What follows belongs to an exercise in optimizing a design on an open flow for small area, a short achievable clock period and few clock cycles per item; a production flow would make more cautious choices. In this exercise RTL edits were held to simulation tests only and were not proved equivalent to the original. Power is estimated from default activity; no workload was simulated.

==> flow/design.v <==
package conv_route_pkg;
    localparam int COUNT = 4;
    localparam int ADDR_WIDTH = 8;
    localparam int DATA_WIDTH = 16;
    localparam int MAX_CH = 8;
    localparam int C_WIDTH = 4;
endpackage
`timescale 1ns/1ps
module input_buffer (
    input  logic                                  i_clk,
    input  logic                                  i_nrst,
    input  logic                                  i_wr_en,
    input  logic [conv_route_pkg::ADDR_WIDTH-1:0] i_wr_addr,
    input  logic [conv_route_pkg::DATA_WIDTH-1:0] i_wr_data,
    input  logic                                  i_rd_addr_load,
    input  logic [conv_route_pkg::ADDR_WIDTH-1:0] i_rd_addr,
    input  logic                                  i_rd_en,
    output logic [conv_route_pkg::DATA_WIDTH-1:0] o_rd_data
);
    localparam int AW    = conv_route_pkg::ADDR_WIDTH;
    localparam int DW    = conv_route_pkg::DATA_WIDTH;
    localparam int WORDS = 2**AW;
    localparam int LOW_BITS = 4;
    localparam int LOWS     = 2**LOW_BITS;
    localparam int GROUPS   = WORDS / LOWS;
    logic [WORDS-1:0][DW-1:0] mem;
    logic          wr_en_q;
    logic [AW-1:0] wr_addr_q;
    logic [DW-1:0] wr_data_q;
    always_ff @(posedge i_clk) begin
        wr_en_q   <= i_wr_en;
        wr_addr_q <= i_wr_addr;
        wr_data_q <= i_wr_data;
    end
    for (genvar w = 0; w < WORDS; w++) begin : g_word
        always_ff @(posedge i_clk) begin
            if (wr_en_q && wr_addr_q == AW'(w)) begin
                mem[w] <= wr_data_q;
            end
        end
    end
    logic [LOWS-1:0]   rd_lo;
    logic [GROUPS-1:0] rd_hi;
    always_ff @(posedge i_clk or negedge i_nrst) begin
        if (!i_nrst) begin
            rd_lo <= '0;
            rd_hi <= '0;
        end else if (i_rd_addr_load) begin
            for (int i = 0; i < LOWS; i++) begin
                rd_lo[i] <= (i_rd_addr[LOW_BITS-1:0] == LOW_BITS'(i));
            end
            for (int g = 0; g < GROUPS; g++) begin
                rd_hi[g] <= (i_rd_addr[AW-1:LOW_BITS] == (AW - LOW_BITS)'(g));
            end
        end
    end
    logic [GROUPS-1:0][DW-1:0] rd_group;
    logic [DW-1:0]           rd_word;
    always_comb begin
        rd_word = '0;
        for (int g = 0; g < GROUPS; g++) begin
            rd_group[g] = '0;
            for (int i = 0; i < LOWS; i++) begin
                rd_group[g] = rd_group[g] | (mem[g * LOWS + i] & {DW{rd_lo[i]}});
            end
            rd_word = rd_word | (rd_group[g] & {DW{rd_hi[g]}});
        end
    end
    always_ff @(posedge i_clk or negedge i_nrst) begin
        if (!i_nrst) begin
            o_rd_data <= '0;
        end else if (i_rd_en) begin
            o_rd_data <= rd_word;
        end
    end
endmodule
`timescale 1ns/1ps
module input_controller (
    input  logic                                  i_clk,
    input  logic                                  i_nrst,
    input  logic                                  i_en,
    input  logic                                  i_reg_clear,
    input  logic [conv_route_pkg::ADDR_WIDTH-1:0] i_start_addr,
    input  logic [conv_route_pkg::ADDR_WIDTH-1:0] i_i_size,
    input  logic [conv_route_pkg::ADDR_WIDTH-1:0] i_o_size,
    input  logic [conv_route_pkg::ADDR_WIDTH-1:0] i_stride,
    input  logic [conv_route_pkg::ADDR_WIDTH-1:0] i_i_c_size,
    input  logic                                  i_adv,
    output logic                                  o_valid,
    output logic [conv_route_pkg::ADDR_WIDTH-1:0] o_addr_d,
    output logic                                  o_addr_load,
    output logic                                  o_ctx_last,
    output logic                                  o_layer_last
);
    localparam int AW = conv_route_pkg::ADDR_WIDTH;
    localparam int CW = conv_route_pkg::C_WIDTH;
    logic          busy;
    logic          start;
    logic          more;
    logic          step;
    logic [AW-1:0] stride_r;
    logic [AW-1:0] i_size_r;
    logic [CW-1:0] c_r;
    logic [CW-1:0] cm1_r;
    logic [AW-1:0] nm1_r;
    logic          c_is1;
    logic          n_is1;
    logic [AW-1:0] pix_step;
    logic [AW-1:0] row_step;
    logic [CW-1:0] kd;
    logic [AW-1:0] yd;
    logic [AW-1:0] xd;
    logic          k_last;
    logic          y_last;
    logic          x_last;
    logic [1:0]    pc;
    logic [AW-1:0] addr;
    logic [AW-1:0] pix_addr;
    logic [AW-1:0] row_addr;
    logic [AW-1:0] pix_next;
    logic [AW-1:0] row_next;
    logic [AW-1:0] addr_d;
    assign start    = i_en && !busy;
    assign more     = !(k_last && y_last && x_last);
    assign step     = o_valid && more && i_adv;
    assign pix_next = pix_addr + pix_step;
    assign row_next = row_addr + row_step;
    assign o_addr_d     = addr_d;
    assign o_addr_load  = start || step;
    always_comb begin
        if (start) begin
            addr_d = i_start_addr;
        end else if (!k_last) begin
            addr_d = addr + 1'b1;
        end else if (!y_last) begin
            addr_d = pix_next;
        end else begin
            addr_d = row_next;
        end
    end
    assign o_layer_last = !more;
    assign o_ctx_last   = k_last && (pc == 2'd3) && more;
    tile_reader tile_reader_inst (
        .i_clk          (i_clk),
        .i_stride       (stride_r),
        .i_i_size       (i_size_r),
        .i_c_size       (c_r),
        .i_c_is1        (c_is1),
        .i_start        (start),
        .i_start_stride (i_stride),
        .o_pix_step     (pix_step),
        .o_row_step     (row_step)
    );
    always_ff @(posedge i_clk) begin
        if (start || step) begin
            addr <= addr_d;
        end
    end
    always_ff @(posedge i_clk or negedge i_nrst) begin
        if (!i_nrst) begin
            busy    <= 1'b0;
            o_valid <= 1'b0;
        end else if (i_reg_clear) begin
            busy    <= 1'b0;
            o_valid <= 1'b0;
        end else if (start) begin
            busy    <= 1'b1;
            o_valid <= 1'b1;
        end else if (o_valid && !more && i_adv) begin
            o_valid <= 1'b0;
        end
    end
    always_ff @(posedge i_clk) begin
        if (start) begin
            stride_r <= i_stride;
            i_size_r <= i_i_size;
            c_r      <= i_i_c_size[CW-1:0];
            cm1_r    <= i_i_c_size[CW-1:0] - 1'b1;
            nm1_r    <= i_o_size - 1'b1;
            c_is1    <= (i_i_c_size == 8'd1);
            n_is1    <= (i_o_size == 8'd1);
            kd       <= i_i_c_size[CW-1:0] - 1'b1;
            k_last   <= (i_i_c_size == 8'd1);
            yd       <= i_o_size - 1'b1;
            y_last   <= (i_o_size == 8'd1);
            xd       <= i_o_size - 1'b1;
            x_last   <= (i_o_size == 8'd1);
            pc       <= 2'd0;
            pix_addr <= i_start_addr;
            row_addr <= i_start_addr;
        end else if (step) begin
            if (!k_last) begin
                kd     <= kd - 1'b1;
                k_last <= (kd == CW'(1));
            end else begin
                kd     <= cm1_r;
                k_last <= c_is1;
                pc     <= pc + 1'b1;
                if (!y_last) begin
                    yd       <= yd - 1'b1;
                    y_last   <= (yd == AW'(1));
                    pix_addr <= pix_next;
                end else begin
                    yd       <= nm1_r;
                    y_last   <= n_is1;
                    xd       <= xd - 1'b1;
                    x_last   <= (xd == AW'(1));
                    row_addr <= row_next;
                    pix_addr <= row_next;
                end
            end
        end
    end
endmodule
`timescale 1ns/1ps
module tile_reader (
    input  logic                                  i_clk,
    input  logic [conv_route_pkg::ADDR_WIDTH-1:0] i_stride,
    input  logic [conv_route_pkg::ADDR_WIDTH-1:0] i_i_size,
    input  logic [conv_route_pkg::C_WIDTH-1:0]    i_c_size,
    input  logic                                  i_c_is1,
    input  logic                                  i_start,
    input  logic [conv_route_pkg::ADDR_WIDTH-1:0] i_start_stride,
    output logic [conv_route_pkg::ADDR_WIDTH-1:0] o_pix_step,
    output logic [conv_route_pkg::ADDR_WIDTH-1:0] o_row_step
);
    logic [conv_route_pkg::ADDR_WIDTH-1:0] sw;
    logic [conv_route_pkg::ADDR_WIDTH-1:0] sw_now;
    assign sw_now = i_stride * i_i_size;
    always_ff @(posedge i_clk) begin
        if (i_start) begin
            o_pix_step <= i_start_stride;
        end else begin
            o_pix_step <= i_stride * {4'b0, i_c_size};
        end
        sw         <= sw_now;
        o_row_step <= i_c_is1 ? sw_now : sw * {4'b0, i_c_size};
    end
endmodule
`timescale 1ns/1ps
module route_fifo (
    input  logic i_clk,
    input  logic i_nrst,
    input  logic i_clear,
    input  logic i_pop,
    input  logic i_in_valid,
    input  logic i_in_ctx_last,
    input  logic i_in_layer_last,
    output logic o_load,
    output logic o_valid,
    output logic o_context_done,
    output logic o_done
);
    logic ctx_last;
    logic layer_last;
    logic take;
    assign o_load = !o_valid || i_pop;
    assign take   = o_valid && i_pop;
    always_ff @(posedge i_clk) begin
        if (o_load) begin
            ctx_last   <= i_in_ctx_last;
            layer_last <= i_in_layer_last;
        end
    end
    always_ff @(posedge i_clk or negedge i_nrst) begin
        if (!i_nrst) begin
            o_valid        <= 1'b0;
            o_context_done <= 1'b0;
            o_done         <= 1'b0;
        end else if (i_clear) begin
            o_valid        <= 1'b0;
            o_context_done <= 1'b0;
            o_done         <= 1'b0;
        end else begin
            if (o_load) begin
                o_valid <= i_in_valid;
            end
            o_context_done <= take && ctx_last;
            if (take && layer_last) begin
                o_done <= 1'b1;
            end
        end
    end
endmodule
`timescale 1ns/1ps
module conv_route_top (
    input  logic                                  i_clk,
    input  logic                                  i_nrst,
    input  logic                                  i_wr_en,
    input  logic [conv_route_pkg::ADDR_WIDTH-1:0] i_wr_addr,
    input  logic [conv_route_pkg::DATA_WIDTH-1:0] i_wr_data,
    input  logic [conv_route_pkg::ADDR_WIDTH-1:0] i_start_addr,
    input  logic [conv_route_pkg::ADDR_WIDTH-1:0] i_i_size,
    input  logic [conv_route_pkg::ADDR_WIDTH-1:0] i_o_size,
    input  logic [conv_route_pkg::ADDR_WIDTH-1:0] i_stride,
    input  logic [conv_route_pkg::ADDR_WIDTH-1:0] i_i_c_size,
    input  logic                                  i_en,
    input  logic                                  i_reg_clear,
    input  logic                                  i_pop,
    output logic [conv_route_pkg::DATA_WIDTH-1:0] o_data,
    output logic                                  o_valid,
    output logic                                  o_ready,
    output logic                                  o_context_done,
    output logic                                  o_done
);
    logic [conv_route_pkg::ADDR_WIDTH-1:0] rd_addr_d;
    logic                                  rd_addr_load;
    logic                                  rd_valid;
    logic                                  rd_ctx_last;
    logic                                  rd_layer_last;
    logic                                  load;
    assign o_ready = o_valid;
    input_controller input_controller_inst (
        .i_clk        (i_clk),
        .i_nrst       (i_nrst),
        .i_en         (i_en),
        .i_reg_clear  (i_reg_clear),
        .i_start_addr (i_start_addr),
        .i_i_size     (i_i_size),
        .i_o_size     (i_o_size),
        .i_stride     (i_stride),
        .i_i_c_size   (i_i_c_size),
        .i_adv        (load),
        .o_valid      (rd_valid),
        .o_addr_d     (rd_addr_d),
        .o_addr_load  (rd_addr_load),
        .o_ctx_last   (rd_ctx_last),
        .o_layer_last (rd_layer_last)
    );
    input_buffer input_buffer_inst (
        .i_clk     (i_clk),
        .i_nrst    (i_nrst),
        .i_wr_en   (i_wr_en),
        .i_wr_addr (i_wr_addr),
        .i_wr_data (i_wr_data),
        .i_rd_en   (load),
        .i_rd_addr_load (rd_addr_load),
        .i_rd_addr (rd_addr_d),
        .o_rd_data (o_data)
    );
    route_fifo route_fifo_inst (
        .i_clk           (i_clk),
        .i_nrst          (i_nrst),
        .i_clear         (i_reg_clear),
        .i_pop           (i_pop),
        .i_in_valid      (rd_valid),
        .i_in_ctx_last   (rd_ctx_last),
        .i_in_layer_last (rd_layer_last),
        .o_load          (load),
        .o_valid         (o_valid),
        .o_context_done  (o_context_done),
        .o_done          (o_done)
    );
endmodule
Settings: LEC_CHECK=0, CAP_MARGIN=20, CORE_MARGIN=2, CORE_UTILIZATION=68, CTS_CLUSTER_DIAMETER=80, CTS_CLUSTER_SIZE=30, SLEW_MARGIN=20, SYNTH_MEMORY_MAX_BITS=8192; clock period 12.0 ns.
standard.sh (not shown) runs the stock make flow with config.mk's settings and CLKGATE_MAP_FILE= SYNTH_SCRIPT=/design/flow/synth_recipe.tcl, a recipe that flattens the netlist after the stock synthesis.
==> flow/flow/run.sh <==
#!/bin/bash
# Standard ORFS layout in two runs of the standard.sh. Timing repair up to
# clock tree synthesis is asked to leave a setup margin, so that the layout is
# optimised for a shorter achieved period; the repair after global routing
# asks for the same margin. The SDC, clock period and
# I/O constraints are the design's own, unchanged.
set -euo pipefail
bash standard.sh SETUP_SLACK_MARGIN=8 cts > standard_flow_cts.log 2>&1
bash standard.sh SETUP_SLACK_MARGIN=8 finish > standard_flow_finish.log 2>&1
The baseline finished with timing, DRC and antenna clean.
Testbench counts at the start, summed over its fixed seeds: cycles 21,858, items 21,098.
Then changed:
--- a/flow/design.v
+++ b/flow/design.v
@@ -18,11 +18,11 @@
     output logic [conv_route_pkg::DATA_WIDTH-1:0] o_rd_data
 );
     localparam int AW    = conv_route_pkg::ADDR_WIDTH;
     localparam int DW    = conv_route_pkg::DATA_WIDTH;
     localparam int WORDS = 2**AW;
-    localparam int LOW_BITS = 4;
+    localparam int LOW_BITS = 5;
     localparam int LOWS     = 2**LOW_BITS;
     localparam int GROUPS   = WORDS / LOWS;
     logic [WORDS-1:0][DW-1:0] mem;
     logic          wr_en_q;
     logic [AW-1:0] wr_addr_q;
=>
- The new run completed with no timing, DRC or antenna violations
- maximum frequency barely changes
- first-iteration DRC count is higher by about a fifth
- cell area stays flat
- register-to-register slack is about the same
- combinational power is lower by a quarter to a third
Testbench counts after the change, summed over its fixed seeds: cycles 21,858, items 21,098.

## what the ideal ports hide
The flow's constraints put no driver on any port. The routed layouts listed below were extracted and timed again, unchanged, in two steps.
Step 1 (the two cells are an assumption about what drives the block):
set clk [get_ports {i_clk}]
set_driving_cell -lib_cell sky130_fd_sc_hd__clkbuf_16 $clk
set_driving_cell -lib_cell sky130_fd_sc_hd__buf_2 [delete_from_list [all_inputs] $clk]
Step 2, shift: input delay + t, output delay - t, t = (earliest + latest rising clock arrival at the registers) / 2. This alone moves slack from input paths to output paths.
Three values: ideal, step 1, step 2; two values: the first two.
| run | t (ns) | slack for setup (ns) | worst register clock-pin slew, ns | pins driven straight from the clock port |
|---|---|---|---|---|
| the first run | 0.989 | 7.809 / 7.809 / 7.186 | 0.12 / 0.12 | 1 |
| the second run | 0.970 | 7.812 / 7.812 / 7.247 | 0.12 / 0.12 | 1 |
After both steps setup and hold are still met in every run listed. For the first run, which loses most, drivers alone change the setup slack by 0.000 ns; drivers and shift together by -0.623 ns.
